What follows belongs to an exercise in optimizing a design on an open flow for small area, a short achievable clock period and few clock cycles per item; a production flow would make more cautious choices. In this exercise RTL edits were held to simulation tests only and were not proved equivalent to the original. No activity file was given, so power comes from the tool's default toggle rates.

<file path="design/flow/design.v">
`timescale 1ns / 1ps
package wwr_pkg;
  localparam logic [7:0] CH_NL = 8'd10;
  localparam logic [7:0] CH_SP = 8'd32;
endpackage
`timescale 1ns / 1ps
import wwr_pkg::*;
module greedy_word_wrap_stream #(
  parameter int DEPTH = 61,
  parameter int QD    = 4
) (
  input  logic       clk,
  input  logic       rst,
  input  logic       cfg_write,
  input  logic [5:0] cfg_data,
  input  logic       push,
  output logic       full,
  input  logic [7:0] byte_value,
  input  logic       end_of_text,
  output logic       empty,
  input  logic       pop,
  output logic [7:0] out_byte,
  output logic       last_of_run,
  output logic       text_done,
  output logic       overlong_flag
);
  localparam int AW = $clog2(DEPTH);
  logic [5:0] wreg;
  logic       cfg_d;
  logic [5:0] cfg_w;
  assign cfg_w = (cfg_data == 6'd63) ? 6'd62 : cfg_data;
  always_ff @(posedge clk) begin
    if (rst) begin
      wreg  <= 6'd62;
      cfg_d <= 1'b0;
    end else begin
      cfg_d <= cfg_write;
      if (cfg_write) wreg <= cfg_w;
    end
  end
  logic       v0, v1;
  logic [7:0] b0, b1;
  logic       e0, e1;
  logic       k0, k1;    
  logic       n0, n1;    
  logic       proc;
  logic       accept;
  logic       free0;
  logic       in_blank, in_nl;
  assign full     = v1;
  assign accept   = push && !v1;
  assign free0    = !v0 || proc;
  assign in_blank = (byte_value == 8'd32) || ((byte_value >= 8'd9) && (byte_value <= 8'd13));
  assign in_nl    = (byte_value == 8'd10);
  always_ff @(posedge clk) begin
    if (rst) begin
      v0 <= 1'b0;
      v1 <= 1'b0;
    end else begin
      if (free0) v0 <= v1 || accept;
      v1 <= (v1 || accept) && !free0;
    end
  end
  always_ff @(posedge clk) begin
    if (free0) begin
      b0 <= v1 ? b1 : byte_value;
      e0 <= v1 ? e1 : end_of_text;
      k0 <= v1 ? k1 : in_blank;
      n0 <= v1 ? n1 : in_nl;
    end
    if (!v1) begin
      b1 <= byte_value;
      e1 <= end_of_text;
      k1 <= in_blank;
      n1 <= in_nl;
    end
  end
  logic [5:0] word_len;    
  logic [5:0] wleft;       
  logic       wz;          
  logic [7:0] slack;
  logic       lnz;
  logic       in_word;
  logic       streaming;
  logic       prev_nl;
  logic       para;
  logic       blank, is_nl, wbyte;
  logic       p_nl, p_sp;
  logic       placing, pstart, hold, trig;
  logic [7:0] w_m1;
  assign blank   = !e0 && k0;
  assign is_nl   = n0;
  assign wbyte   = !e0 && !k0;
  assign w_m1    = {2'b00, wreg} - 8'd1;
  assign p_nl    = lnz && slack[7];
  assign p_sp    = lnz && !slack[7];
  assign placing = in_word && !streaming;
  assign pstart  = !in_word && para;
  assign hold    = !streaming && !wz;
  assign trig    = !streaming && wz;
  logic       c_valid;
  logic [1:0] c_nl;
  logic       c_sp;
  logic [5:0] c_len;
  logic       c_done;
  logic       c_strm;
  always_comb begin
    c_valid = 1'b0;
    c_nl    = 2'd0;
    c_sp    = 1'b0;
    c_len   = 6'd0;
    c_done  = 1'b0;
    if (e0) begin
      c_valid = 1'b1;
      c_done  = 1'b1;
      if (placing) begin
        c_nl  = {1'b0, p_nl};
        c_sp  = p_sp;
        c_len = word_len;
      end
    end else if (blank) begin
      if (placing) begin
        c_valid = 1'b1;
        c_nl    = {1'b0, p_nl};
        c_sp    = p_sp;
        c_len   = word_len;
      end
    end else begin
      if (pstart) begin
        c_valid = 1'b1;
        c_nl    = 2'd2;
      end
      if (trig) begin
        c_valid = 1'b1;
        if (!pstart && lnz) c_nl = 2'd1;
        c_len = word_len + 6'd1;
      end
    end
  end
  assign c_strm = wbyte && trig;
  localparam int PW = $clog2(QD);
  logic [PW:0]   q_wp, q_rp;
  logic [QD-1:0] q_occ;    
  logic          cv_r;
  logic          q_room, f_room;
  assign q_room = !q_occ[QD-1];
  logic          t_q;
  logic          s_inc_r;
  logic          s_z;
  assign proc   = v0 && (!c_valid || q_room) && (!wbyte || f_room)
                && (!c_strm || (!t_q && s_z && !s_inc_r));
  always_ff @(posedge clk) begin
    if (rst) begin
      word_len  <= 6'd0;
      wleft     <= 6'd62;
      wz        <= 1'b0;
      slack     <= 8'd61;
      lnz       <= 1'b0;
      in_word   <= 1'b0;
      streaming <= 1'b0;
      prev_nl   <= 1'b0;
      para      <= 1'b0;
    end else begin
      if (cfg_d) begin
        wleft <= wreg;
        wz    <= (wreg == 6'd0);
        slack <= w_m1;
      end
      if (proc) begin
      if (e0) begin
        word_len  <= 6'd0;
        wleft     <= wreg;
        wz        <= (wreg == 6'd0);
        slack     <= w_m1;
        lnz       <= 1'b0;
        in_word   <= 1'b0;
        streaming <= 1'b0;
        prev_nl   <= 1'b0;
        para      <= 1'b0;
      end else if (blank) begin
        if (in_word) begin
          if (!streaming) begin
            lnz   <= 1'b1;
            slack <= p_sp ? slack - 8'd1 : {2'b00, wleft} - 8'd1;
          end
          in_word   <= 1'b0;
          streaming <= 1'b0;
          word_len  <= 6'd0;
          wleft     <= wreg;
          wz        <= (wreg == 6'd0);
        end else if (prev_nl && is_nl) begin
          para  <= 1'b1;
          lnz   <= 1'b0;
          slack <= w_m1;
        end
        prev_nl <= is_nl;
      end else begin
        prev_nl <= 1'b0;
        in_word <= 1'b1;
        if (pstart) para <= 1'b0;
        if (hold) begin
          word_len <= word_len + 6'd1;
          wleft    <= wleft - 6'd1;
          wz       <= (wleft == 6'd1);
          slack    <= (pstart ? w_m1 : slack) - 8'd1;
          if (pstart) lnz <= 1'b0;
        end else begin
          streaming <= 1'b1;
          lnz       <= 1'b1;
          slack     <= 8'hff;
        end
      end
      end
    end
  end
  logic [7:0]    mem [0:DEPTH-1];
  logic [AW-1:0] wp, rp;
  logic          ww, rw;
  logic          we;
  logic          f_ne;
  logic          fetch;
  logic          consume;
  logic [1:0]    pc;
  logic [7:0]    rdat;
  assign we     = proc && wbyte;
  assign f_room = !((wp == rp) && (ww != rw));
  assign f_ne   = !((wp == rp) && (ww == rw));
  logic          rd_v;
  logic [7:0]    rd_r;
  assign fetch  = f_ne && ((pc == 2'd0) || (pc == 2'd1 && !rd_v) || consume);
  assign rdat   = mem[rp];
  always_ff @(posedge clk) begin
    if (f_room) mem[wp] <= b0;
  end
  always_ff @(posedge clk) begin
    if (rst) begin
      wp <= '0;
      rp <= '0;
      ww <= 1'b0;
      rw <= 1'b0;
      pc <= 2'd0;
    end else begin
      if (we) begin
        if (wp == AW'(DEPTH - 1)) begin
          wp <= '0;
          ww <= !ww;
        end else begin
          wp <= wp + 1'b1;
        end
      end
      if (fetch) begin
        if (rp == AW'(DEPTH - 1)) begin
          rp <= '0;
          rw <= !rw;
        end else begin
          rp <= rp + 1'b1;
        end
      end
      if (rd_v && !consume) pc <= pc + 2'd1;
      else if (consume && !rd_v) pc <= pc - 2'd1;
    end
  end
  logic [7:0] pfe [0:1];
  logic       pf_w, pf_r;
  logic [7:0] pf_head;
  assign pf_head = pfe[pf_r];
  always_ff @(posedge clk) begin
    rd_r <= rdat;
    if (rd_v) pfe[pf_w] <= rd_r;
  end
  always_ff @(posedge clk) begin
    if (rst) begin
      pf_w <= 1'b0;
      pf_r <= 1'b0;
      rd_v <= 1'b0;
    end else begin
      rd_v <= fetch;
      if (rd_v) pf_w <= !pf_w;
      if (consume) pf_r <= !pf_r;
    end
  end
  localparam int CW = 10;
  logic [CW-1:0] cq [0:QD-1];
  logic [CW-1:0] cmd_r;
  logic [CW-1:0] q_head;
  logic          q_push, q_pop;
  logic [1:0]    c_pre;
  assign q_push = cv_r;
  assign q_head = cq[q_rp[PW-1:0]];
  assign c_pre  = c_sp ? 2'd1 : (c_nl == 2'd2) ? 2'd3 : (c_nl == 2'd1) ? 2'd2 : 2'd0;
  always_ff @(posedge clk) begin
    cmd_r <= {c_pre, c_len, c_done, c_strm};
    if (rst) begin
      cv_r <= 1'b0;
      q_wp <= '0;
      q_occ <= '0;
      q_rp <= '0;
    end else begin
      cv_r <= proc && c_valid;
      if (q_push) q_wp <= q_wp + 1'b1;
      if (proc && c_valid && !q_pop) q_occ <= {q_occ[QD-2:0], 1'b1};
      else if (q_pop && !(proc && c_valid)) q_occ <= {1'b0, q_occ[QD-1:1]};
      if (q_pop)  q_rp <= q_rp + 1'b1;
    end
  end
  always_ff @(posedge clk) begin
    if (q_push) cq[q_wp[PW-1:0]] <= cmd_r;
  end
  logic [1:0] r_pre;
  logic       r_psp;
  logic [5:0] r_len;
  logic       r_l1;
  logic       r_done;
  logic       r_strm;
  logic       r_ovl;
  logic       k_pr, k_by, k_dn, k_last;
  logic       act, e_st, emit, last, pend, pf_ok, o_ready;
  logic [7:0] e_byte;
  logic       s_inc, s_dec;
  logic [AW:0] s_cnt;
  logic       s_dec_r;
  logic       s_c1, s_c2, s_c3, s_one, s_two;
  logic       s_c0;
  assign s_z   = s_c0 || (s_c1 && s_dec_r);
  assign s_one = (s_c1 && !s_dec_r) || (s_c2 && s_dec_r);
  assign s_two = s_c3 || (s_c2 && !s_dec_r);
  assign pf_ok = (pc != 2'd0);
  assign act   = k_pr || k_by || k_dn;
  assign e_st  = !act && r_strm && !t_q && !s_z;
  assign emit  = o_ready && (k_pr || k_dn || ((k_by || e_st) && pf_ok));
  assign consume = emit && (k_by || e_st);
  assign last  = k_last || e_st;
  assign s_inc = s_inc_r;
  assign s_dec = emit && e_st;
  assign pend  = (act && !(emit && k_last))
              || (r_strm && !t_q && (s_two || (s_one && !s_dec)));
  assign q_pop = (q_wp != q_rp) && !pend;
  assign e_byte = (k_by || e_st) ? pf_head : ((k_pr && r_psp) ? CH_SP : CH_NL);
  logic [1:0] h_pre;
  logic [5:0] h_len;
  logic       h_done, h_lz, h_l1;
  logic       h_pr, h_by, h_dn, h_last;
  assign h_pre  = (q_head[9:8] == 2'd3) ? 2'd2 : {1'b0, q_head[9:8] != 2'd0};
  assign h_len  = q_head[7:2];
  assign h_done = q_head[1];
  assign h_lz   = (h_len == 6'd0);
  assign h_l1   = (h_len == 6'd1);
  assign h_pr   = (h_pre != 2'd0);
  assign h_by   = (h_pre == 2'd0) && !h_lz;
  assign h_dn   = (h_pre == 2'd0) && h_lz && h_done;
  assign h_last = ((h_pre == 2'd1) && h_lz && !h_done)
               || ((h_pre == 2'd0) && h_l1 && !h_done)
               || h_dn;
  logic       n_pr, n_by, n_dn, n_last;
  logic       nb_l1, nb_last;
  always_comb begin
    n_pr   = (r_pre == 2'd2);
    n_by   = (r_pre == 2'd1) && (r_len != 6'd0);
    n_dn   = (r_pre == 2'd1) && (r_len == 6'd0) && r_done;
    n_last = ((r_pre == 2'd2) && (r_len == 6'd0) && !r_done)
          || ((r_pre == 2'd1) && r_l1 && !r_done)
          || ((r_pre == 2'd1) && (r_len == 6'd0) && r_done);
  end
  assign nb_l1   = (r_len == 6'd2);
  assign nb_last = (nb_l1 && !r_done) || (r_l1 && r_done);
  always_ff @(posedge clk) begin
    if (rst) begin
      r_pre  <= 2'd0;
      r_len  <= 6'd0;
      r_done <= 1'b0;
      r_strm <= 1'b0;
      k_pr   <= 1'b0;
      k_by   <= 1'b0;
      k_dn   <= 1'b0;
      k_last <= 1'b0;
    end else if (q_pop) begin
      r_pre  <= h_pre;
      r_psp  <= (q_head[9:8] == 2'd1);
      {r_len, r_done, r_strm} <= q_head[7:0];
      r_l1   <= h_l1;
      k_pr   <= h_pr;
      k_by   <= h_by;
      k_dn   <= h_dn;
      k_last <= h_last;
    end else if (emit) begin
      if (k_pr) begin
        r_pre  <= r_pre - 2'd1;
        k_pr   <= n_pr;
        k_by   <= n_by;
        k_dn   <= n_dn;
        k_last <= n_last;
      end
      if (k_by) begin
        r_len  <= r_len - 6'd1;
        r_l1   <= nb_l1;
        k_by   <= !r_l1;
        k_dn   <= r_l1 && r_done;
        k_last <= nb_last;
      end
      if (k_dn) begin
        r_done <= 1'b0;
        k_dn   <= 1'b0;
        k_last <= 1'b0;
      end
    end
  end
  always_ff @(posedge clk) begin
    if (rst) begin
      s_cnt   <= '0;
      s_dec_r <= 1'b0;
      s_c0    <= 1'b1;
      s_c1    <= 1'b0;
      s_c2    <= 1'b0;
      s_c3    <= 1'b0;
      t_q     <= 1'b0;
      s_inc_r <= 1'b0;
    end else begin
      s_inc_r <= proc && wbyte && streaming;
      s_dec_r <= s_dec;
      if (s_inc && !s_dec_r) begin
        s_cnt <= s_cnt + 1'b1;
        s_c0  <= 1'b0;
        s_c1  <= s_c0;
        s_c2  <= s_c1;
        s_c3  <= s_c2 || s_c3;
      end else if (s_dec_r && !s_inc) begin
        s_cnt <= s_cnt - 1'b1;
        s_c0  <= s_c1;
        s_c1  <= s_c2;
        s_c2  <= (s_cnt == (AW+1)'(3));
        s_c3  <= (s_cnt > (AW+1)'(3));
      end
      if (proc && c_strm) begin
        t_q <= 1'b1;
      end else if (q_pop && q_head[0]) begin
        t_q <= 1'b0;
      end
    end
  end
  always_ff @(posedge clk) begin
    if (rst) begin
      r_ovl <= 1'b0;
    end else if (q_pop && q_head[0]) begin
      r_ovl <= 1'b1;
    end
  end
  logic        o_emp, bv;    
  logic [10:0] ob, bb;
  logic [10:0] e_word;
  logic        a_free;
  assign e_word  = {e_byte, last, k_dn, r_ovl};
  assign o_ready = !bv;
  assign a_free  = o_emp || pop;
  always_ff @(posedge clk) begin
    if (rst) begin
      o_emp <= 1'b1;
      bv <= 1'b0;
    end else begin
      if (a_free) begin
        o_emp <= !(bv || emit);
        bv <= 1'b0;
      end else if (emit) begin
        bv <= 1'b1;
      end
    end
  end
  always_ff @(posedge clk) begin
    if (a_free) begin
      ob <= bv ? bb : e_word;
    end
    if (!bv) begin
      bb <= e_word;
    end
  end
  assign empty         = o_emp;
  assign out_byte      = ob[10:3];
  assign last_of_run   = ob[2];
  assign text_done     = ob[1];
  assign overlong_flag = ob[0];
endmodule
</file>
<file path="design/flow/run.sh">
#!/bin/bash
# synth_recipe.tcl (not shown) runs the flow's synth.tcl, then flattens the netlist and writes it again
# the make line also repeats each setting of config.mk as NAME=value (left out here)
make -C /OpenROAD-flow-scripts/flow DESIGN_CONFIG=/design/flow/config.mk WORK_HOME=/design/flow/orfs CLKGATE_MAP_FILE= SYNTH_SCRIPT=/design/flow/synth_recipe.tcl finish
</file>
<file path="design/flow/config.mk">
export PLATFORM = sky130hd
export DESIGN_NAME = greedy_word_wrap_stream
export DESIGN_NICKNAME = greedy_word_wrap_stream
export VERILOG_FILES = /design/flow/design.v
export SDC_FILE = /design/flow/constraint.sdc
export NUM_CORES = 4
export LEC_CHECK = 0
export CAP_MARGIN = 20
export CORE_MARGIN = 2
export CORE_UTILIZATION = 40
export CTS_BUF_LIST = sky130_fd_sc_hd__clkbuf_16
export CTS_CLUSTER_DIAMETER = 100
export CTS_CLUSTER_SIZE = 20
export SETUP_SLACK_MARGIN = 3.5
export SLEW_MARGIN = 20
</file>
<file path="design/flow/constraint.sdc">
create_clock -name core_clock -period 6.0 [get_ports {clk}]
set_input_delay 1.2000 -clock core_clock [delete_from_list [all_inputs] [get_ports {clk}]]
set_output_delay 1.2000 -clock core_clock [all_outputs]
set_load 0.01 [all_outputs]
</file>
==> out/metrics.yaml, run 1 <==
outcome: "finished clean"
cts.sinks: 707
worstPathMaxFanout: 11
maxCapViolations: 0
synth_seq_cells: 707
critical_path.cell_chain: "xor2_1 -> nor4_4 -> and3_4 -> or4b_4 -> buf_12 -> buf_4 -> nor2_4 -> buf_12"
nFillCells: 6317
p_seq_share_pct: 54.2
die-height_microns: 274
first_pass_iters: 5
port_buffers: 32
drc: 0
detail-route-antenna-nets: 0
fin_tns_setup_ns: 0
met3_usage_pct: 2.09
io_pins: 33
grt_busiest_layer: "met2"
syn_area_per_cell_sq_um: 16.1
numCtsBuffers: 41
p_per_area_mw_per_mm2: 323
yosys_most_used_dff: "edfxtp_1"
grt_pass1_wl_microns: 103000
groute.layer.met1.usage_pct: 25.3
cts_max_path_buffers: 3
synth-async-reset-ratio_pct: 0
root_buffer: "clkbuf_16"
path_clk_slew_ns: 0.09
use_met2_pct: 29.9
nets: 1924
synth_commonest_cells: "edfxtp_1, mux4_2, nor2_1, dfxtp_1, a21oi_1"
worstSetupPathType: "reg -> reg"
grt_start_max_net_pins: 62
share_comb_of_total_power_pct: 18.9
fin_ws_ns: 3.51
grt_use_total_pct: 18.0
arrival_ns: 2.80
clock_skew_ns: 0.0262
cpMaxStageDelayCell: "or4b_4"
crit_required_ns: 6.31
via_per_inst: 5.70
crit_top_cell: "buf_12"
final_cells: 2849
area_delta_synth_final_pct: 12.4
setup_viol: 0
yosysTopAreaCell: "edfxtp_1"
totalWireLength_microns: 67500
vias: 16200
row_count: 99
slew_headroom_pct: 34.7
synth_top_cell_area_share_pct: 58.4
drive_above_1_share_pct: 22.5
max-vdd-ir-drop_mv: 0.210
dpl.cell_count: 2732
dp_hpwl_microns: 40900
seq_area_frac_synth_pct: 67.9
synth_enable_flop_cells: 568
wl_per_cell_microns: 23.7
start_util_pct: 40.2
swShare_pct: 26.9
synth_area_leaders: "edfxtp_1, mux4_2, dfxtp_1"
synth_most_common_cell: "edfxtp_1"
preCtsSetupSlack_ns: 2.27
final_hold_viol_count: 0
num_antenna_cells: 0
drt_iter0_markers: 1398
synth_fp_nets: 1872
p_leak_nw: 10.4
drv_slew: 0
min_period_over_period_pct: 41.4
clock_latency_ns: 0.60
cpPeakStageDelay_ns: 0.56
worst_pin_slew_ns: 0.978
syn-instance-count: 1816
die_x_microns: 274
setup.worst_path.start_class: "flip-flop"
grt_pass1_vias: 16000
final.min_clock_period_ns: 2.49
antenna_found_initial: 0
p_int_mw: 7.74
overflow: 0
syn_area_sq_mm: 0.0292
core-area_sq_mm: 0.0726
gp_congestion: 0.859
cts_tree: "yes"
ys.warnings.count: 1
hold_class: "reg -> reg"
fmax_ghz: 0.402
rsz0062_at_grt: "yes"
die-area_sq_mm: 0.0752
p_switching_mw: 2.85
power_frac_clock_pct: 26.9
synth.lib_cells_used.distinct: 81
cp-end-kind: "flip-flop"
cts.htree.levels: 2
[power groups by stage]
stage	sequential, mW	combinational [mW]	clock (mW)
global placement	5.87	1.79	0
global route	5.77	2.16	3.08
CTS	5.74	1.94	2.93
detailed placement	5.88	1.82	0
floorplan	5.82	1.28	0
finish	5.74	2.00	2.85
[logic make-up after synthesis]
group	count (synthesis)	share of synthesized area [%]
AOI/OAI and AO/OA	254	5.77
xor gates and xnor gates	50	1.50
adders and majority gates	36	1.57
buffers and inverters	144	2.13
DFF	707	67.9
muxes	214	14.3
and+or+nand+nor	411	6.81
[flip-flops by register name (all words and copies together) (netlist names), 7 cells and up, named ones only]
name	flops
cq	40
pfe	16
bb	11
slack	8
rd_r	8
cmd_r	10
ob	11
mem	488
b1	8
s_cnt	7
b0	8
[metrics by stage]
| step | cell area (sq um) | total power, mW | util, % | hold WS, ns |
|---|---|---|---|---|
| finish | 32800 | 10.6 | 45.2 | 0.456 |
| global route | 32800 | 11.0 | 45.2 | 0.476 |
| CTS | 32600 | 10.6 | 44.9 | 0.460 |
| detailed placement | 30500 | 7.70 | 42.0 | 0.445 |
| global placement | 30500 | 7.66 | 42.0 | 0.437 |
| floorplan | 29200 | 7.10 | - | 0.404 |
[cell usage in the layout, fill, tap and decap left out, drive strengths merged, types with 11 or more instances in the layout]
cell type	n
edfxtp	568
mux4	162
nor2	146
dfxtp	139
a21oi	84
nand2	83
buf	76
inv	63
clkbuf	44
mux2i	40
o21ai	39
nor3	39
nand3	38
ha	35
xor2	28
xnor2	22
clkdlybuf4s50	18
nand2b	18
nor2b	17
o211ai	13
dlygate4sd2	13
a31oi	13
mux2	12
o22ai	12
a21o	11
nor4	11
[area by class of cell]
cell class | count | area [sq um] | area share, %
Timing Repair Buffer | 110 | 1170 | 3.56
Inverter | 43 | 170 | 0.518
Clock buffer | 43 | 1080 | 3.28
Clock inverter | 22 | 103 | 0.312
Tap cell | 959 | 1200 | 3.65
Multi-Input combinational cell | 965 | 9230 | 28.1
Sequential cell | 707 | 19900 | 60.6
[critical path, delay by kind of cell (launching register included)]
family	cells	cell delay, ns
DFF	1	0.49
buffers and inverters	3	0.45
xor gates and xnor gates	1	0.27
and+or+nand+nor	4	0.98
[layer usage]
| layer | vias up | wire length (microns) | part of all wire (%) |
|---|---|---|---|
| met5 | - | 23 | 0.034 |
| met4 | 2 | 1340 | 2.0 |
| met1 | 8455 | 29300 | 43 |
| met2 | 482 | 33200 | 49 |
| met3 | 86 | 3730 | 5.5 |
| li1 | 7206 | - | - |
[final timing paths]
check	slack, ns	depth (start not counted)	end	startpoint
worst max register to register	3.51	8	mem[39][2]	wp[3]
worst min register to register	0.46	2	r_ovl	r_ovl
worst min-delay path	0.46	2	r_ovl	r_ovl
worst max-delay path	3.51	8	mem[39][2]	wp[3]
[repair_timing]
item | in CTS | in global routing
hold buffers | 0 | 0
cloned | 2 | 1
resized for setup | 154 | 25
setup endpoints to repair | 573 | 140
pin swaps | 15 | 4
setup buffers | 36 | 13
Testbench counts, summed over its fixed seeds: cycles 25,442, items 23,625.
==> run 2, diff against run 1 <==
--- a/design/flow/config.mk
+++ b/design/flow/config.mk
@@ -10,6 +10,6 @@
 export CORE_UTILIZATION = 40
 export CTS_BUF_LIST = sky130_fd_sc_hd__clkbuf_16
 export CTS_CLUSTER_DIAMETER = 100
-export CTS_CLUSTER_SIZE = 20
+export CTS_CLUSTER_SIZE = 25
 export SETUP_SLACK_MARGIN = 3.5
 export SLEW_MARGIN = 20
==> out/metrics.yaml, run 2 <==
die_x_microns: 274  # unchanged
p_leak_nw: 10.2  # was 10.4 nW
synth_area_leaders: "edfxtp_1, mux4_2, dfxtp_1"  # unchanged
p_per_area_mw_per_mm2: 319  # was 323 mW/mm^2
die-area_sq_mm: 0.0752  # unchanged
core-area_sq_mm: 0.0726  # unchanged
drv_slew: 0  # unchanged
synth_commonest_cells: "edfxtp_1, mux4_2, nor2_1, dfxtp_1, a21oi_1"  # unchanged
nets: 1916  # was 1924
wl_per_cell_microns: 23.7  # about the same
totalWireLength_microns: 67200  # was 67500 microns
numCtsBuffers: 35  # was 41
worst_pin_slew_ns: 0.982  # was 0.978 ns
cts.sinks: 707  # unchanged
area_delta_synth_final_pct: 11.9  # was 12.4%
synth_top_cell_area_share_pct: 58.4  # unchanged
r2r_slack_ns: 3.52  # was 3.51 ns
crit_required_ns: 6.31  # about the same
overflow: 0  # unchanged
yosys_most_used_dff: "edfxtp_1"  # unchanged
cts.htree.levels: 2  # unchanged
detail-route-antenna-nets: 0  # unchanged
cts_max_path_buffers: 3  # unchanged
fin_tns_setup_ns: 0  # unchanged
grt_use_total_pct: 18.0  # about the same
drt_iter0_markers: 1339  # was 1398
first_pass_iters: 5  # unchanged
path_clk_slew_ns: 0.09  # about the same
drive_above_1_share_pct: 22.5  # about the same
synth_most_common_cell: "edfxtp_1"  # unchanged
syn_area_per_cell_sq_um: 16.1  # unchanged
regArea_sq_mm: 0.0199  # unchanged
root_buffer: "clkbuf_16"  # unchanged
worstPathMaxFanout: 19  # was 11
synth_seq_cells: 707  # unchanged
clock_latency_ns: 0.60  # about the same
setup.worst_path.start_class: "flip-flop"  # unchanged
min_period_over_period_pct: 41.4  # about the same
drc: 0  # unchanged
multiInputGateArea_sq_mm: 0.00923  # about the same
nFillCells: 6337  # was 6317
rsz0062_at_grt: "yes"  # unchanged
synth-async-reset-ratio_pct: 0  # unchanged
clock_skew_ns: 0.0300  # was 0.0262 ns
cts_tree: "yes"  # unchanged
seq_area_frac_synth_pct: 67.9  # unchanged
utilization_pct: 45.0  # was 45.2%
cpMaxStageDelayCell: "or4b_4"  # unchanged
die-height_microns: 274  # unchanged
final_hold_viol_count: 0  # unchanged
port_buffers: 32  # unchanged
critical_path.cell_chain: "buf_12 -> xor2_2 -> nor4_4 -> and3_4 -> or4b_4 -> buf_12 -> buf_4 -> nor2_4 -> buf_12"  # was xor2_1 -> nor4_4 -> and3_4 -> or4b_4 -> buf_12 -> buf_4 -> nor2_4 -> buf_12
setup_viol: 0  # unchanged
reg2reg_depth: 9  # was 8
final_cell_mix: "edfxtp_1, mux4_2, dfxtp_1, nor2_1, a21oi_1"  # unchanged
grt_start_max_net_pins: 62  # unchanged
via_per_inst: 5.68  # was 5.70
max-vdd-ir-drop_mv: 0.208  # was 0.210 mV
final.min_clock_period_ns: 2.48  # was 2.49 ns
hold_class: "reg -> reg"  # unchanged
yosysTopAreaCell: "edfxtp_1"  # unchanged
worstSetupPathType: "reg -> reg"  # unchanged
fmax_ghz: 0.403  # was 0.402 GHz
antenna_found_initial: 0  # unchanged
arrival_ns: 2.80  # about the same
io_pins: 33  # unchanged
row_count: 99  # unchanged
num_antenna_cells: 0  # unchanged
final_common_cell: "edfxtp_1"  # unchanged
synth.lib_cells_used.distinct: 81  # unchanged
ys.warnings.count: 1  # unchanged
synth_enable_flop_cells: 568  # unchanged
slew_headroom_pct: 34.5  # was 34.7%
gp_congestion: 0.859  # unchanged
cpPeakStageDelay_ns: 0.56  # about the same
regMostFlops: "mem"  # unchanged
syn_area_sq_mm: 0.0292  # unchanged
cp-end-kind: "flip-flop"  # unchanged
largest_reg_flops: 488  # unchanged
dp_hpwl_microns: 40900  # unchanged
crit_top_cell: "buf_12"  # unchanged
outcome: "finished clean"  # unchanged
grt_pass1_wl_microns: 103000  # about the same
synth_fp_nets: 1872  # unchanged
start_util_pct: 40.2  # unchanged
hold_depth: 2  # unchanged
vias: 16100  # was 16200
syn-instance-count: 1816  # unchanged
grt_pass1_vias: 15900  # was 16000
maxCapViolations: 0  # unchanged
run 2: cell counts after synthesis:
Identical to the previous run, type by type.
run 2: path summary, 6_finish.rpt:
kind / endpoint / start
worst min-delay path: r_ovl / r_ovl
worst min register to register: r_ovl / r_ovl
worst max register to register: mem[39][6] / rp[2]
worst max-delay path: mem[39][6] / rp[2]
run 2: cell families after synthesis:
| group | count (synthesis) | share of synthesized area (%) |
|---|---|---|
| fa+ha+maj | 36 | 1.57 |
| simple gates | 411 | 6.81 |
| buf+inv | 144 | 2.13 |
| flops | 707 | 67.9 |
| xor+xnor | 50 | 1.50 |
| mux | 214 | 14.3 |
| compound gates | 254 | 5.77 |
run 2: critical path: cells and delay by family, from the launching register on:
| family | cells | cell delay, ns |
|---|---|---|
| AND/OR/NAND/NOR | 4 | 0.95 |
| buffers and inverters | 4 | 0.64 |
| flip-flops | 1 | 0.41 |
| XOR/XNOR | 1 | 0.19 |
run 2: per-layer routing:
metal / vias up / routed length (microns) / global-route usage, %
met4: 0 / 1180 / 3.82
met1: 8419 / 29200 / 25.1
met3: 69 / 3420 / 2.33
li1: 7182 / - / -
met2: 438 / 33400 / 30.4
met5: - / 0 / 0
run 2: layout make-up:
cell class	count	share of cell area (%)
clock inverter	19	0.364
tap	959	3.67
multi-input combinational	965	28.2
clock buffer	37	2.83
timing repair buffer	108	3.52
sequential	707	60.8
inverter	43	0.528
run 2: power by group:
group          leakage, nW  switching (mW)  internal, mW  total [mW]
Clock                0.548            1.53          1.14        2.68
Sequential            6.33           0.185          5.56        5.74
Combinational         3.35            1.12         0.885        2.00
Total                 10.2            2.84          7.59        10.4
run 2: timing repair:
action                     4_1_cts  5_1_grt
cloned                           2        1
setup endpoints to repair      573      148
pin swaps                       14        3
hold buffers                     0        0
gates resized for setup        159       24
buffers inserted                31       16
run 2: stage by stage:
stage | hold WS, ns | setup WS, ns | cell area, sq um | power (mW) | cells
5_1_grt | 0.479 | 3.48 | 32700 | 10.9 | 2838
6_report | 0.458 | 3.52 | 32700 | 10.4 | 2838
3_5_place_dp | 0.445 | 2.27 | 30500 | 7.70 | 2732
3_3_place_gp | 0.437 | 2.30 | 30500 | 7.66 | 2731
4_1_cts | 0.462 | 3.47 | 32500 | 10.4 | 2821
2_1_floorplan | 0.404 | 3.53 | 29200 | 7.10 | 1816
==> run 3, diff against run 2 <==
--- a/design/flow/design.v
+++ b/design/flow/design.v
@@ -223,7 +223,11 @@
   logic [1:0]    pc;
   logic [7:0]    rdat;
   assign we     = proc && wbyte;
-  assign f_room = !((wp == rp) && (ww != rw));
+  logic          f_full, f_af;
+  logic [AW-1:0] wp_p1;
+  assign wp_p1  = (wp == AW'(DEPTH - 1)) ? '0 : wp + 1'b1;
+  assign f_af   = (wp_p1 == rp) && ((wp == AW'(DEPTH - 1)) ? (ww == rw) : (ww != rw));
+  assign f_room = !f_full;
   assign f_ne   = !((wp == rp) && (ww == rw));
   logic          rd_v;
   logic [7:0]    rd_r;
@@ -238,8 +242,11 @@
       rp <= '0;
       ww <= 1'b0;
       rw <= 1'b0;
+      f_full <= 1'b0;
       pc <= 2'd0;
     end else begin
+      if (we && !fetch) f_full <= f_af;
+      else if (fetch && !we) f_full <= 1'b0;
       if (we) begin
         if (wp == AW'(DEPTH - 1)) begin
           wp <= '0;
--- a/design/flow/config.mk
+++ b/design/flow/config.mk
@@ -10,6 +10,6 @@
 export CORE_UTILIZATION = 40
 export CTS_BUF_LIST = sky130_fd_sc_hd__clkbuf_16
 export CTS_CLUSTER_DIAMETER = 100
-export CTS_CLUSTER_SIZE = 25
+export CTS_CLUSTER_SIZE = 20
 export SETUP_SLACK_MARGIN = 3.5
 export SLEW_MARGIN = 20
==> out/metrics.yaml, run 3 <==
outcome: "finished clean"  # unchanged
setup_viol: 0  # unchanged
die-area_sq_mm: 0.0753  # was 0.0752 sq mm
grt_pass1_wl_microns: 103000  # about the same
startpoint: "wp[5]"  # was rp[2]
synth_commonest_cells: "edfxtp_1, nor2_1, mux4_2, dfxtp_1, a21oi_1"  # was edfxtp_1, mux4_2, nor2_1, dfxtp_1, a21oi_1
seq_area_frac_synth_pct: 67.9  # about the same
worst_pin_slew_ns: 0.900  # was 0.982 ns
area_delta_synth_final_pct: 12.3  # was 11.9%
die_x_microns: 274  # about the same
synth_most_common_cell: "edfxtp_1"  # unchanged
cp-end-kind: "flip-flop"  # unchanged
nFillCells: 6278  # was 6337
final_cell_mix: "edfxtp_1, mux4_2, nor2_1, dfxtp_1, a21oi_1"  # was edfxtp_1, mux4_2, dfxtp_1, nor2_1, a21oi_1
cts_max_path_buffers: 3  # unchanged
setup.worst_path.start_class: "flip-flop"  # unchanged
totalWireLength_microns: 68000  # was 67200 microns
core-area_sq_mm: 0.0727  # was 0.0726 sq mm
dp_hpwl_microns: 40700  # was 40900 microns
wl_per_cell_microns: 23.6  # was 23.7 microns
p_leak_nw: 10.4  # was 10.2 nW
p_per_area_mw_per_mm2: 341  # was 319 mW/mm^2
yosysTopAreaCell: "edfxtp_1"  # unchanged
start_util_pct: 40.2  # about the same
max-vdd-ir-drop_mv: 0.241  # was 0.208 mV
r2r-start: "wp[5]"  # was rp[2]
synth_seq_cells: 708  # was 707
synth_top_cell_area_share_pct: 58.3  # was 58.4%
min_period_over_period_pct: 43.0  # was 41.4%
synth-async-reset-ratio_pct: 0  # unchanged
nets: 1952  # was 1916
syn_area_sq_mm: 0.0292  # about the same
reg2reg_depth: 8  # was 9
grt_start_max_net_pins: 64  # was 62
grt_pass1_vias: 16300  # was 15900
hold_class: "reg -> reg"  # unchanged
vias: 16300  # was 16100
slew_headroom_pct: 39.8  # was 34.5%
final_cells: 2888  # was 2838
arrival_ns: 3.10  # was 2.80 ns
via_per_inst: 5.63  # was 5.68
port_buffers: 32  # unchanged
fmax_ghz: 0.388  # was 0.403 GHz
synth.lib_cells_used.distinct: 72  # was 81
rr_endpoint: "f_full"  # was mem[39][6]
crit_required_ns: 6.52  # was 6.31 ns
synth_area_leaders: "edfxtp_1, mux4_2, dfxtp_1"  # unchanged
r2r_slack_ns: 3.42  # was 3.52 ns
power_mw: 11.2  # was 10.4 mW
syn_area_per_cell_sq_um: 15.8  # was 16.1 sq um
synth_enable_flop_cells: 568  # unchanged
synth_fp_nets: 1906  # was 1872
regArea_sq_mm: 0.0199  # about the same
cts.sinks: 708  # was 707
regMostFlops: "mem"  # unchanged
dpl.cell_count: 2757  # was 2732
num_antenna_cells: 0  # unchanged
yosys_most_used_dff: "edfxtp_1"  # unchanged
worstPathMaxFanout: 14  # was 19
antenna_found_initial: 0  # unchanged
die-height_microns: 274  # about the same
final.min_clock_period_ns: 2.58  # was 2.48 ns
worstSetupPathType: "reg -> reg"  # unchanged
multiInputGateArea_sq_mm: 0.00917  # was 0.00923 sq mm
first_pass_iters: 5  # unchanged
utilization_pct: 45.2  # was 45.0%
rsz0062_at_grt: "yes"  # unchanged
numCtsBuffers: 42  # was 35
hold_ws_ns: 0.449  # was 0.458 ns
final_common_cell: "edfxtp_1"  # unchanged
detail-route-antenna-nets: 0  # unchanged
clock_skew_ns: 0.0364  # was 0.0300 ns
root_buffer: "clkbuf_16"  # unchanged
hold_buffers: 0  # unchanged
final_hold_viol_count: 0  # unchanged
grt_use_total_pct: 18.1  # was 18.0%
largest_reg_flops: 488  # unchanged
syn-instance-count: 1849  # was 1816
ys.warnings.count: 1  # unchanged
clock_latency_ns: 0.62  # was 0.60 ns
drive_above_1_share_pct: 21.5  # was 22.5%
io_pins: 33  # unchanged
drc: 0  # unchanged
path_clk_slew_ns: 0.08  # was 0.09 ns
cp-endpoint: "f_full"  # was mem[39][6]
fin_tns_setup_ns: 0  # unchanged
row_count: 99  # unchanged
drt_iter0_markers: 1511  # was 1339
cts_tree: "yes"  # unchanged
gp_congestion: 0.843  # was 0.859
overflow: 0  # unchanged
maxCapViolations: 0  # unchanged
drv_slew: 0  # unchanged
cts.htree.levels: 2  # unchanged
run 3: cell count changes in the layout (fill, tap and decap cells not counted), sizes merged, moves of 9 or more:
cell | previous run | this run
nor2 | 146 | 169
a21oi | 84 | 98
o21ai | 39 | 48
nand2 | 83 | 96
nand3 | 38 | 22
inv | 57 | 68
run 3: worst min path at each step:
| stage | endpoint | slack (ns) | from | cells after the start |
|---|---|---|---|---|
| after detailed placement | r_ovl | 0.44 | r_ovl | 2 |
| after global placement | bb[2] | 0.44 | bb[2] | 1 |
| final | r_ovl | 0.45 | r_ovl | 2 |
| after CTS | r_ovl | 0.45 | r_ovl | 2 |
| after floorplan | cmd_r[1] | 0.37 | e0 | 0 |
| after global routing | r_ovl | 0.48 | r_ovl | 2 |
run 3: routing by layer:
metal,up-vias,track usage [%],wire (microns)
li1,7301,-,-
met1,8418,24.2,28900
met2,441,31.4,34200
met3,92,2.59,3410
met4,0,4.33,1450
met5,-,0,0
run 3: stage by stage:
| step | area (sq um) | setup WS (ns) |
|---|---|---|
| floorplan | 29200 | 3.50 |
| global placement | 30500 | 2.80 |
| detailed placement | 30600 | 2.69 |
| CTS | 32400 | 3.31 |
| global route | 32800 | 3.34 |
| finish | 32800 | 3.42 |
run 3: area by class of cell:
cell class,count,share of cell area (%)
clock buffer,43,3.28
clock inverter,35,0.625
inverter,44,0.537
multi-input combinational,993,27.9
sequential,708,60.6
tap,959,3.65
timing repair buffer,106,3.39
run 3: repair_timing:
item | in CTS | in global routing
gates cloned | 4 | 2
pin swaps | 4 | 7
endpoints found under the setup margin | 488 | 379
buffers inserted | 28 | 19
resized for setup | 96 | 67
run 3: power by group:
group,internal [mW],switching [mW]
clock,1.33,1.63
sequential,5.54,0.175
combinational,1.23,1.29
total,8.11,3.10
run 3: logic make-up after synthesis:
kind of cell | synth area share, %
multiplexers | 14.6
adder cells (fa/ha/maj) | 1.61
buffers and inverters | 1.97
AND/OR/NAND/NOR | 6.62
flip-flops | 67.9
AO/OA/AOI/OAI | 5.70
XOR/XNOR | 1.59
run 3: critical path, cell delays in order, from the launching register on:
cell     delay [ns]
dfxtp_2        0.57
xor2_1         0.11
or4_4          0.56
o41ai_4        0.33
buf_4          0.20
ha_1           0.24
nor2_1         0.10
nand4_1        0.11
o32ai_2        0.25
Testbench counts of run 3, summed over its fixed seeds: cycles 25,442, items 23,625.
==> run 4, diff against run 3 <==
--- a/design/flow/config.mk
+++ b/design/flow/config.mk
@@ -10,6 +10,6 @@
 export CORE_UTILIZATION = 40
 export CTS_BUF_LIST = sky130_fd_sc_hd__clkbuf_16
 export CTS_CLUSTER_DIAMETER = 100
-export CTS_CLUSTER_SIZE = 20
+export CTS_CLUSTER_SIZE = 25
 export SETUP_SLACK_MARGIN = 3.5
 export SLEW_MARGIN = 20
==> out/metrics.yaml, run 4 <==
cts_tree: "yes"  # unchanged
totalWireLength_microns: 67900  # was 68000 microns
synth_area_leaders: "edfxtp_1, mux4_2, dfxtp_1"  # unchanged
yosysTopAreaCell: "edfxtp_1"  # unchanged
power_mw: 10.9  # was 11.2 mW
path_clk_slew_ns: 0.10  # was 0.08 ns
fmax_ghz: 0.394  # was 0.388 GHz
synth_most_common_cell: "edfxtp_1"  # unchanged
io_pins: 33  # unchanged
setup_viol: 0  # unchanged
syn_area_sq_mm: 0.0292  # unchanged
ys.warnings.count: 1  # unchanged
root_buffer: "clkbuf_16"  # unchanged
synth-async-reset-ratio_pct: 0  # unchanged
cpMaxStageDelayCell: "dfxtp_1"  # was dfxtp_2
drive_above_1_share_pct: 21.4  # was 21.5%
cts.sinks: 708  # unchanged
synth_fp_nets: 1906  # unchanged
drv_slew: 0  # unchanged
worst_pin_slew_ns: 0.858  # was 0.900 ns
seq_area_frac_synth_pct: 67.9  # unchanged
critical_path.cell_chain: "inv_1 -> nor2_1 -> nand2_1 -> nor2_2"  # was xor2_1 -> or4_4 -> o41ai_4 -> buf_4 -> ha_1 -> nor2_1 -> nand4_1 -> o32ai_2
worstSetupPathType: "reg -> reg"  # unchanged
synth_enable_flop_cells: 568  # unchanged
final_hold_viol_count: 0  # unchanged
die-area_sq_mm: 0.0753  # unchanged
start_util_pct: 40.2  # unchanged
nets: 1951  # was 1952
synth.lib_cells_used.distinct: 72  # unchanged
cts.htree.levels: 2  # unchanged
port_buffers: 32  # unchanged
cpPeakStageDelay_ns: 0.64  # was 0.57 ns
hold_depth: 2  # unchanged
area_delta_synth_final_pct: 11.7  # was 12.3%
wl_per_cell_microns: 23.6  # about the same
gp_congestion: 0.843  # unchanged
outcome: "finished clean"  # unchanged
grt_pass1_vias: 16300  # about the same
antenna_found_initial: 0  # unchanged
p_leak_nw: 10.3  # was 10.4 nW
cp_top_family: "simple AND/OR/NAND/NOR gates"  # unchanged
maxCapViolations: 0  # unchanged
cp-end-kind: "flip-flop"  # unchanged
syn-instance-count: 1849  # unchanged
min_period_over_period_pct: 42.3  # was 43.0%
utilization_pct: 44.9  # was 45.2%
clock_latency_ns: 0.60  # was 0.62 ns
cp.buffers_inverters: 1  # unchanged
holdPathEnd: "r_ovl"  # unchanged
rsz0062_at_grt: "yes"  # unchanged
dp_hpwl_microns: 40700  # unchanged
synth_top_cell_area_share_pct: 58.3  # unchanged
min_from: "r_ovl"  # unchanged
reg2reg_depth: 4  # was 8
core-area_sq_mm: 0.0727  # unchanged
rr_endpoint: "mem[51][6]"  # was f_full
hold_ws_ns: 0.453  # was 0.449 ns
grt_start_max_net_pins: 64  # unchanged
setup.worst_path.start_class: "flip-flop"  # unchanged
num_antenna_cells: 0  # unchanged
preCtsSetupSlack_ns: 2.69  # unchanged
die-height_microns: 274  # unchanged
syn_area_per_cell_sq_um: 15.8  # unchanged
detail-route-antenna-nets: 0  # unchanged
final.min_clock_period_ns: 2.54  # was 2.58 ns
synth_commonest_cells: "edfxtp_1, nor2_1, mux4_2, dfxtp_1, a21oi_1"  # unchanged
arrival_ns: 2.78  # was 3.10 ns
r2r-start: "wp[0]"  # was wp[5]
slew_headroom_pct: 42.4  # was 39.8%
hold_class: "reg -> reg"  # unchanged
via_per_inst: 5.64  # was 5.63
worstPathMaxFanout: 11  # was 14
die_x_microns: 274  # unchanged
final_common_cell: "edfxtp_1"  # unchanged
clock_skew_ns: 0.0377  # was 0.0364 ns
drc: 0  # unchanged
first_pass_iters: 8  # was 5
vias: 16200  # was 16300
numCtsBuffers: 35  # was 42
crit_required_ns: 6.24  # was 6.52 ns
p_per_area_mw_per_mm2: 335  # was 341 mW/mm^2
row_count: 99  # unchanged
overflow: 0  # unchanged
regMostFlops: "mem"  # unchanged
final_cell_mix: "edfxtp_1, mux4_2, nor2_1, dfxtp_1, a21oi_1"  # unchanged
synth_seq_cells: 708  # unchanged
yosys_most_used_dff: "edfxtp_1"  # unchanged
grt_use_total_pct: 17.9  # was 18.1%
fin_ws_ns: 3.46  # was 3.42 ns
drt_iter0_markers: 1459  # was 1511
cts_max_path_buffers: 3  # unchanged
max-vdd-ir-drop_mv: 0.232  # was 0.241 mV
r2r_slack_ns: 3.46  # was 3.42 ns
grt_pass1_wl_microns: 102000  # was 103000 microns
largest_reg_flops: 488  # unchanged
fin_tns_setup_ns: 0  # unchanged
==> run 4: cell count changes in the layout (fill, tap and decap cells not counted), moves of 2 or more <==
cell       previous run  this run
inv_1                67        60
clkinv_8              3         1
clkbuf_16            44        38
nor2_2               39        37
buf_2                 2         0
buf_4                55        61
nor2_4                7         9
inv_8                 0         2
inv_6                 0         2
==> run 4: cell families after synthesis <==
group	share of synthesized area, %
buf+inv	1.97
fa+ha+maj	1.61
simple gates	6.62
xor+xnor	1.59
flops	67.9
compound gates	5.70
mux	14.6
==> run 4: how the worst max path moves through the flow <==
| stage | depth (start not counted) | from | slack [ns] | end |
|---|---|---|---|---|
| after floorplan | 8 | rp[5] | 3.50 | f_full |
| after global placement | 9 | bv | 2.80 | q_occ[2] |
| after detailed placement | 9 | bv | 2.69 | q_occ[1] |
| after CTS | 6 | wp[4] | 3.30 | f_full |
| after global routing | 4 | wp[0] | 3.37 | mem[51][6] |
| final | 4 | wp[0] | 3.46 | mem[51][6] |
==> run 4: cell type report <==
class / count / area, sq um
Clock buffer: 36 / 901
Clock inverter: 28 / 155
Fill cell: 6299 / 40000
Inverter: 44 / 176
Multi-Input combinational cell: 993 / 9180
Sequential cell: 708 / 19900
Tap cell: 959 / 1200
Timing Repair Buffer: 112 / 1160
==> run 4: worst register-to-register path, stage by stage (launching register included) <==
cell and delay, ns:
dfxtp_1 0.64, inv_1 0.25, nor2_1 0.24, nand2_1 0.46
nor2_2 0.61
==> run 4: report_power, final <==
group	leakage, nW	internal, mW	switching, mW
Sequential	6.33	5.54	0.180
Clock	0.592	1.13	1.57
Combinational	3.35	1.22	1.29
Total	10.3	7.90	3.04
==> run 4: through the flow <==
| stage | area, sq um | std cells |
|---|---|---|
| 2_1_floorplan | 29200 | 1849 |
| 3_3_place_gp | 30500 | 2757 |
| 3_5_place_dp | 30600 | 2757 |
| 4_1_cts | 32100 | 2847 |
| 5_1_grt | 32700 | 2880 |
| 6_report | 32700 | 2880 |
==> run 4: timing repair <==
action / in CTS / in global routing
pin swaps: 3 / 7
hold buffers: 0 / 0
cloned: 2 / 4
setup endpoints to repair: 473 / 377
setup buffers: 24 / 29
gates resized for setup: 96 / 70
hold endpoints to repair: 0 / 0
==> run 4: layer usage <==
layer	wire length (microns)	GRT usage, %	up-vias
li1	-	-	7286
met1	28800	24.2	8423
met2	34300	31.0	454
met3	3430	2.30	86
met4	1420	4.00	0
met5	0	0	-
==> run 5, diff against run 4 <==
--- a/design/flow/design.v
+++ b/design/flow/design.v
@@ -6,7 +6,7 @@
 `timescale 1ns / 1ps
 import wwr_pkg::*;
 module greedy_word_wrap_stream #(
-  parameter int DEPTH = 61,
+  parameter int DEPTH = 60,
   parameter int QD    = 4
 ) (
   input  logic       clk,
@@ -143,12 +143,18 @@
   logic [QD-1:0] q_occ;    
   logic          cv_r;
   logic          q_room, f_room;
-  assign q_room = !q_occ[QD-1];
+  assign q_room = !q_occ[QD-1] && !(cv_r && q_occ[QD-2]);
   logic          t_q;
   logic          s_inc_r;
   logic          s_z;
-  assign proc   = v0 && (!c_valid || q_room) && (!wbyte || f_room)
-                && (!c_strm || (!t_q && s_z && !s_inc_r));
+  logic          t_sent, t_early, c_new;
+  assign c_new   = c_valid && !t_sent;
+  assign proc    = v0 && (!c_new || q_room) && (!wbyte || f_room)
+                 && (!c_strm || t_sent || (!t_q && s_z && !s_inc_r));
+  assign t_early = v0 && c_strm && !t_sent && !f_room && q_room
+                 && !t_q && s_z && !s_inc_r;
+  logic          q_new;    
+  assign q_new   = (proc && c_new) || t_early;
   always_ff @(posedge clk) begin
     if (rst) begin
       word_len  <= 6'd0;
@@ -223,11 +229,7 @@
   logic [1:0]    pc;
   logic [7:0]    rdat;
   assign we     = proc && wbyte;
-  logic          f_full, f_af;
-  logic [AW-1:0] wp_p1;
-  assign wp_p1  = (wp == AW'(DEPTH - 1)) ? '0 : wp + 1'b1;
-  assign f_af   = (wp_p1 == rp) && ((wp == AW'(DEPTH - 1)) ? (ww == rw) : (ww != rw));
-  assign f_room = !f_full;
+  assign f_room = !((wp == rp) && (ww != rw));
   assign f_ne   = !((wp == rp) && (ww == rw));
   logic          rd_v;
   logic [7:0]    rd_r;
@@ -242,11 +244,8 @@
       rp <= '0;
       ww <= 1'b0;
       rw <= 1'b0;
-      f_full <= 1'b0;
       pc <= 2'd0;
     end else begin
-      if (we && !fetch) f_full <= f_af;
-      else if (fetch && !we) f_full <= 1'b0;
       if (we) begin
         if (wp == AW'(DEPTH - 1)) begin
           wp <= '0;
@@ -301,12 +300,15 @@
       cv_r <= 1'b0;
       q_wp <= '0;
       q_occ <= '0;
+      t_sent <= 1'b0;
       q_rp <= '0;
     end else begin
-      cv_r <= proc && c_valid;
+      cv_r <= q_new;
       if (q_push) q_wp <= q_wp + 1'b1;
-      if (proc && c_valid && !q_pop) q_occ <= {q_occ[QD-2:0], 1'b1};
-      else if (q_pop && !(proc && c_valid)) q_occ <= {1'b0, q_occ[QD-1:1]};
+      if (q_push && !q_pop) q_occ <= {q_occ[QD-2:0], 1'b1};
+      else if (q_pop && !q_push) q_occ <= {1'b0, q_occ[QD-1:1]};
+      if (t_early) t_sent <= 1'b1;
+      else if (proc) t_sent <= 1'b0;
       if (q_pop)  q_rp <= q_rp + 1'b1;
     end
   end
@@ -437,7 +439,7 @@
         s_c2  <= (s_cnt == (AW+1)'(3));
         s_c3  <= (s_cnt > (AW+1)'(3));
       end
-      if (proc && c_strm) begin
+      if ((proc && c_strm && !t_sent) || t_early) begin
         t_q <= 1'b1;
       end else if (q_pop && q_head[0]) begin
         t_q <= 1'b0;
--- a/design/flow/config.mk
+++ b/design/flow/config.mk
@@ -11,5 +11,5 @@
 export CTS_BUF_LIST = sky130_fd_sc_hd__clkbuf_16
 export CTS_CLUSTER_DIAMETER = 100
 export CTS_CLUSTER_SIZE = 25
-export SETUP_SLACK_MARGIN = 3.5
+export SETUP_SLACK_MARGIN = 3.4
 export SLEW_MARGIN = 20
==> out/metrics.yaml, run 5 <==
grt_start_max_net_pins: 66  # was 64
nets: 1898  # was 1951
gp_congestion: 0.887  # was 0.843
cpMaxStageDelayCell: "nand3b_1"  # was dfxtp_1
wl_met3_microns: 3910  # was 3430 microns
rsz0062_at_grt: "yes"  # unchanged
slew_headroom_pct: 26.2  # was 42.4%
via_per_inst: 5.69  # was 5.64
core-area_sq_mm: 0.0716  # was 0.0727 sq mm
min_period_over_period_pct: 43.3  # was 42.3%
r2r-start: "wp[1]"  # was wp[0]
top_layer: "met4"  # unchanged
grt_pass1_wl_microns: 101000  # was 102000 microns
drive_above_1_share_pct: 20.1  # was 21.4%
root_buffer: "clkbuf_16"  # unchanged
dp_hpwl_microns: 40700  # about the same
synth_enable_flop_cells: 560  # was 568
area_delta_synth_final_pct: 10.5  # was 11.7%
reg2reg_depth: 2  # was 4
final_cell_mix: "edfxtp_1, mux4_2, dfxtp_1, nor2_1, nand2_1"  # was edfxtp_1, mux4_2, nor2_1, dfxtp_1, a21oi_1
seq_area_frac_synth_pct: 67.8  # was 67.9%
yosysTopAreaCell: "edfxtp_1"  # unchanged
outcome: "finished clean"  # unchanged
muxShareOfSynthArea_pct: 14.1  # was 14.6%
synth_top_family_by_area: "multiplexers"  # unchanged
synth_fp_nets: 1887  # was 1906
yosys_most_used_dff: "edfxtp_1"  # unchanged
syn_area_sq_mm: 0.0290  # was 0.0292 sq mm
path_clk_slew_ns: 0.11  # was 0.10 ns
final.min_clock_period_ns: 2.60  # was 2.54 ns
worst_pin_slew_ns: 1.10  # was 0.858 ns
cts.htree.levels: 2  # unchanged
hold_buffers: 0  # unchanged
synth.lib_cells_used.distinct: 79  # was 72
setup_viol: 0  # unchanged
yosys.area_share.adder_pct: 1.50  # was 1.61%
final_hold_viol_count: 0  # unchanged
drt_iter0_markers: 1387  # was 1459
die_x_microns: 273  # was 274 microns
syn-instance-count: 1833  # was 1849
antenna_found_initial: 1  # was 0
hold_class: "reg -> reg"  # unchanged
synth_area_leaders: "edfxtp_1, mux4_2, dfxtp_1"  # unchanged
cts_tree: "yes"  # unchanged
ys.warnings.count: 1  # unchanged
clock_latency_ns: 0.59  # was 0.60 ns
overflow: 0  # unchanged
cp-end-kind: "flip-flop"  # unchanged
synth-xor-area-share_pct: 1.60  # was 1.59%
cts.sinks: 700  # was 708
die-height_microns: 273  # was 274 microns
startpoint: "wp[1]"  # was wp[0]
arrival_ns: 2.82  # was 2.78 ns
setup.worst_path.start_class: "flip-flop"  # unchanged
synth_top_cell_area_share_pct: 58.1  # was 58.3%
die-area_sq_mm: 0.0746  # was 0.0753 sq mm
maxCapViolations: 0  # unchanged
drc: 0  # unchanged
r2r_slack_ns: 3.40  # was 3.46 ns
critical_path.cell_chain: "nand3b_1 -> nor2_2"  # was inv_1 -> nor2_1 -> nand2_1 -> nor2_2
crit_required_ns: 6.22  # was 6.24 ns
regMostFlops: "mem"  # unchanged
power_mw: 10.7  # was 10.9 mW
holdPathEnd: "r_ovl"  # unchanged
worstPathMaxFanout: 12  # was 11
wl_met2_microns: 32800  # was 34300 microns
synth-async-reset-ratio_pct: 0  # unchanged
max-vdd-ir-drop_mv: 0.228  # was 0.232 mV
wl_met1_microns: 29000  # was 28800 microns
hold_depth: 2  # unchanged
worstSetupPathType: "reg -> reg"  # unchanged
clock_skew_ns: 0.0240  # was 0.0377 ns
drv_slew: 0  # unchanged
syn_area_per_cell_sq_um: 15.8  # about the same
first_pass_iters: 5  # was 8
min_from: "r_ovl"  # unchanged
wl_per_cell_microns: 23.8  # was 23.6 microns
p_per_area_mw_per_mm2: 334  # was 335 mW/mm^2
synth-simple-area-share_pct: 7.42  # was 6.62%
final_common_cell: "edfxtp_1"  # unchanged
cts_max_path_buffers: 3  # unchanged
synth_commonest_cells: "edfxtp_1, nor2_1, mux4_2, dfxtp_1, nand2_1"  # was edfxtp_1, nor2_1, mux4_2, dfxtp_1, a21oi_1
p_leak_nw: 9.96  # was 10.3 nW
io_pins: 33  # unchanged
synth_most_common_cell: "edfxtp_1"  # unchanged
fin_tns_setup_ns: 0  # unchanged
num_antenna_cells: 0  # unchanged
grt_use_total_pct: 17.9  # about the same
numCtsBuffers: 35  # unchanged
grt_pass1_vias: 15800  # was 16300
synth_compound_area_share_pct: 5.71  # was 5.70%
fmax_ghz: 0.385  # was 0.394 GHz
synth_seq_cells: 700  # was 708
start_util_pct: 40.4  # was 40.2%
rr_endpoint: "mem[27][1]"  # was mem[51][6]
totalWireLength_microns: 67000  # was 67900 microns
port_buffers: 32  # unchanged
cpPeakStageDelay_ns: 0.84  # was 0.64 ns
vias: 16000  # was 16200
largest_reg_flops: 480  # was 488
detail-route-antenna-nets: 0  # unchanged
row_count: 98  # was 99
[run 5: logic make-up after synthesis]
| group | Yosys count |
|---|---|
| AOI/OAI and AO/OA | 255 |
| xor gates and xnor gates | 52 |
| DFF | 700 |
| buffers and inverters | 136 |
| adders and majority gates | 34 |
| muxes | 216 |
| and+or+nand+nor | 440 |
[run 5: how the worst max path moves through the flow]
stage,end,cells after the start
final,mem[27][1],2
after global routing,mem[27][0],2
after CTS,slack[7],7
after detailed placement,b0[0],5
after global placement,b0[0],5
after floorplan,slack[6],13
[run 5: final cells by class]
| class | instances | area (sq um) |
|---|---|---|
| fillers | 6205 | 39600 |
| clock inverters | 28 | 184 |
| inverters | 31 | 120 |
| flip-flops and latches | 700 | 19600 |
| repair buffers | 78 | 769 |
| well taps | 950 | 1190 |
| multi-input cells | 998 | 9190 |
| clock buffers | 36 | 901 |
[run 5: power by group]
group | internal, mW | switching [mW] | total, mW
combinational | 0.976 | 1.20 | 2.17
clock | 1.17 | 1.54 | 2.71
sequential | 5.54 | 0.260 | 5.80
total | 7.69 | 2.99 | 10.7
[run 5: per-stage QoR]
| stage | instance area, sq um | setup slack (ns) | hold WS [ns] | utilization (%) | std cells |
|---|---|---|---|---|---|
| 4_1_cts | 31800 | 3.35 | 0.457 | 44.5 | 2808 |
| 3_5_place_dp | 30200 | 2.20 | 0.443 | 42.1 | 2730 |
| 3_3_place_gp | 30200 | 2.31 | 0.437 | 42.1 | 2730 |
| 2_1_floorplan | 29000 | 3.49 | 0.404 | - | 1833 |
| 5_1_grt | 32000 | 3.29 | 0.486 | 44.7 | 2821 |
| 6_report | 32000 | 3.40 | 0.460 | 44.7 | 2821 |
[run 5: timing repair]
item                       in CTS  in global routing
gates resized for setup       124                 22
setup endpoints to repair     574                499
cloned                          3                  0
pin swaps                       2                  8
setup buffers                  11                 13
[run 5: layer usage]
metal,global-route usage (%),vias to the layer above
met1,25.2,8305
met4,4.31,0
met5,0,-
met3,2.26,74
met2,29.7,525
li1,-,7142
[run 5: critical path: cells and delay by family (launching register included)]
kind | cells | cell delay (ns)
DFF | 1 | 0.57
and+or+nand+nor | 2 | 1.66
Testbench counts of run 5, summed over its fixed seeds: cycles 25,442, items 23,625.
==> run 6, diff against run 5 <==
--- a/design/flow/config.mk
+++ b/design/flow/config.mk
@@ -11,5 +11,5 @@
 export CTS_BUF_LIST = sky130_fd_sc_hd__clkbuf_16
 export CTS_CLUSTER_DIAMETER = 100
 export CTS_CLUSTER_SIZE = 25
-export SETUP_SLACK_MARGIN = 3.4
+export SETUP_SLACK_MARGIN = 3.9
 export SLEW_MARGIN = 20
==> out/metrics.yaml, run 6 <==
via_per_inst: 5.64  # was 5.69
syn_area_sq_mm: 0.0290  # unchanged
placement.cell_area_sq_mm: 0.0302  # about the same
min_from: "bb[2]"  # was r_ovl
core-area_sq_mm: 0.0716  # unchanged
largest_reg_flops: 480  # unchanged
ys.warnings.count: 1  # unchanged
wl_met1_microns: 30400  # was 29000 microns
antenna_found_initial: 0  # was 1
cts_tree: "yes"  # unchanged
p_per_area_mw_per_mm2: 323  # was 334 mW/mm^2
cts.sinks: 700  # unchanged
numCtsBuffers: 34  # was 35
grt_pass1_wl_microns: 106000  # was 101000 microns
fin_tns_setup_ns: 0  # unchanged
die-area_sq_mm: 0.0746  # unchanged
root_buffer: "clkbuf_16"  # unchanged
dpl.cell_count: 2728  # was 2730
die-height_microns: 273  # unchanged
reg2reg_depth: 11  # was 2
worst_pin_slew_ns: 0.778  # was 1.10 ns
wl_met3_microns: 3490  # was 3910 microns
grt_start_max_net_pins: 61  # was 66
synth_top_cell_area_share_pct: 58.1  # unchanged
final_common_cell: "edfxtp_1"  # unchanged
drv_slew: 0  # unchanged
drt_iter0_markers: 1692  # was 1387
final_cells: 2976  # was 2821
max-vdd-ir-drop_mv: 0.240  # was 0.228 mV
min_period_over_period_pct: 39.6  # was 43.3%
seq_area_frac_synth_pct: 67.8  # unchanged
area_delta_synth_final_pct: 20.9  # was 10.5%
r2r_slack_ns: 3.62  # was 3.40 ns
cts.htree.levels: 2  # unchanged
row_count: 98  # unchanged
cpMaxStageDelayCell: "dfxtp_4"  # was nand3b_1
p_leak_nw: 11.1  # was 9.96 nW
totalWireLength_microns: 70900  # was 67000 microns
fmax_ghz: 0.421  # was 0.385 GHz
wl_per_cell_microns: 23.8  # about the same
synth.lib_cells_used.distinct: 79  # unchanged
detail-route-antenna-nets: 0  # unchanged
nets: 2054  # was 1898
hold_class: "reg -> reg"  # unchanged
path_clk_slew_ns: 0.10  # was 0.11 ns
synth_commonest_cells: "edfxtp_1, nor2_1, mux4_2, dfxtp_1, nand2_1"  # unchanged
clock_latency_ns: 0.61  # was 0.59 ns
arrival_ns: 2.90  # was 2.82 ns
maxCapViolations: 0  # unchanged
cts_max_path_buffers: 3  # unchanged
slew_headroom_pct: 47.7  # was 26.2%
num_antenna_cells: 0  # unchanged
setup.worst_path.start_class: "flip-flop"  # unchanged
syn-instance-count: 1833  # unchanged
cpPeakStageDelay_ns: 0.38  # was 0.84 ns
final_hold_viol_count: 0  # unchanged
drc: 0  # unchanged
clock_skew_ns: 0.0354  # was 0.0240 ns
synth_enable_flop_cells: 560  # unchanged
setup_viol: 0  # unchanged
synth_area_leaders: "edfxtp_1, mux4_2, dfxtp_1"  # unchanged
rr_endpoint: "slack[6]"  # was mem[27][1]
io_pins: 33  # unchanged
vias: 16800  # was 16000
yosysTopAreaCell: "edfxtp_1"  # unchanged
hold_depth: 1  # was 2
worstSetupPathType: "reg -> reg"  # unchanged
top_layer: "met4"  # unchanged
synth_most_common_cell: "edfxtp_1"  # unchanged
synth_fp_nets: 1887  # unchanged
drive_above_1_share_pct: 33.6  # was 20.1%
critical_path.cell_chain: "clkinvlp_4 -> ha_4 -> nor2_4 -> a21oi_2 -> ha_2 -> and3b_1 -> a22o_1 -> nor4_1 -> or3_1 -> nand4bb_1 -> a21oi_1"  # was nand3b_1 -> nor2_2
grt_pass1_vias: 16500  # was 15800
holdPathEnd: "bb[2]"  # was r_ovl
wl_met2_microns: 34900  # was 32800 microns
dp_hpwl_microns: 40400  # was 40700 microns
final.min_clock_period_ns: 2.38  # was 2.60 ns
synth-async-reset-ratio_pct: 0  # unchanged
grt_use_total_pct: 18.8  # was 17.9%
port_buffers: 32  # unchanged
crit_required_ns: 6.52  # was 6.22 ns
first_pass_iters: 5  # unchanged
syn_area_per_cell_sq_um: 15.8  # unchanged
worstPathMaxFanout: 3  # was 12
rsz0062_at_grt: "yes"  # unchanged
die_x_microns: 273  # unchanged
overflow: 0  # unchanged
gp_congestion: 0.859  # was 0.887
final_cell_mix: "edfxtp_1, mux4_2, dfxtp_1, nor2_1, buf_4"  # was edfxtp_1, mux4_2, dfxtp_1, nor2_1, nand2_1
start_util_pct: 40.4  # unchanged
outcome: "finished clean"  # unchanged
regMostFlops: "mem"  # unchanged
r2r-start: "wreg[1]"  # was wp[1]
synth_seq_cells: 700  # unchanged
yosys_most_used_dff: "edfxtp_1"  # unchanged
final_cell_area_sq_mm: 0.0350  # was 0.0320 sq mm
cp-end-kind: "flip-flop"  # unchanged
run 6: final cells by class:
cell class              count  area, sq um
clock buffers              35          876
repair buffers            228         2680
inverters                  31          134
flip-flops and latches    700        19700
repair inverters            1         7.51
fillers                  5911        36600
clock inverters            27          141
well taps                 950         1190
multi-input cells        1004        10300
run 6: per-layer routing:
metal  vias up  GRT usage [%]
li1       7485              -
met2       503           31.7
met1      8699           25.8
met5         -              0
met4         0           5.55
met3       100           2.00
run 6: metrics by stage:
step	power, mW	hold slack [ns]	utilization, %	setup WS, ns
2_1_floorplan	7.36	0.404	-	3.76
3_3_place_gp	7.91	0.437	42.2	2.49
3_5_place_dp	7.96	0.443	42.2	2.36
4_1_cts	11.1	0.467	47.4	3.61
5_1_grt	11.7	0.497	48.9	3.51
6_report	11.3	0.462	48.9	3.62
run 6: cells by family after synthesis:
family	after synthesis	synth area share, %
AND/OR/NAND/NOR	440	7.42
multiplexers	216	14.1
buffers and inverters	136	1.96
AO/OA/AOI/OAI	255	5.71
adder cells (fa/ha/maj)	34	1.50
flip-flops	700	67.8
XOR/XNOR	52	1.60
run 6: repair_timing:
item,CTS,global route
setup endpoints to repair,604,516
gates resized for setup,373,106
hold buffers,0,0
pin swaps,47,67
cloned,21,2
buffers inserted,110,53
run 6: worst max-delay path, delay by kind of cell (launching register included):
family          cells  cell delay, ns
compound gates      3            0.45
fa+ha+maj           2            0.50
buf+inv             1            0.10
flops               1            0.38
simple gates        5            0.89
run 6: worst max-delay path by stage:
stage / start / end / cells after the start
5_1_grt: wreg[1] / slack[6] / 11
4_1_cts: ob[9] / out_byte[6] / 1
3_5_place_dp: rp[1] / mem[41][4] / 5
2_1_floorplan: in_word / slack[6] / 12
3_3_place_gp: e0 / slack[4] / 6
6_report: wreg[1] / slack[6] / 11
run 6: power by group:
part	internal, mW	leakage, nW	total (mW)	switching (mW)
logic	1.45	4.28	2.93	1.48
registers	5.54	6.25	5.75	0.213
clock network	1.09	0.568	2.61	1.52
total	8.08	11.1	11.3	3.22

port drivers added, routing unchanged:
No port has a modelled driver above. Below, the same layouts with a new extraction and two added sets of constraints.
Step 1 sets driving cells, clkbuf_16 on the clock port and buf_2 on the other inputs (assumed; they add their load-dependent delay and slew).
Step 2 times the ports against the registers' clock, not the clock port: input delays grow and output delays shrink by t, the midpoint of the rising clock arrivals with the driver on.
a / b / c = ideal ports / drivers / drivers and shift; a / b = the first two.
| run | shift t [ns] | setup WS [ns] | clock arrival spread, ns | cell pins on the clock port's net |
|---|---|---|---|---|
| run 1 | 0.649 | 3.515 / 3.495 / 3.142 | 0.028 / 0.028 | 1 |
| run 2 | 0.647 | 3.516 / 3.515 / 3.145 | 0.037 / 0.037 | 1 |
| run 3 | 0.665 | 3.419 / 3.419 / 3.124 | 0.041 / 0.041 | 1 |
| run 4 | 0.645 | 3.461 / 3.461 / 3.156 | 0.038 / 0.039 | 1 |
| run 5 | 0.643 | 3.402 / 3.402 / 2.893 | 0.026 / 0.027 | 1 |
| run 6 | 0.658 | 3.622 / 3.605 / 3.227 | 0.038 / 0.038 | 1 |
After both steps setup and hold are still met in every run listed. For run 5, which loses most, drivers alone change the setup slack by 0.000 ns; drivers and shift together by -0.509 ns.
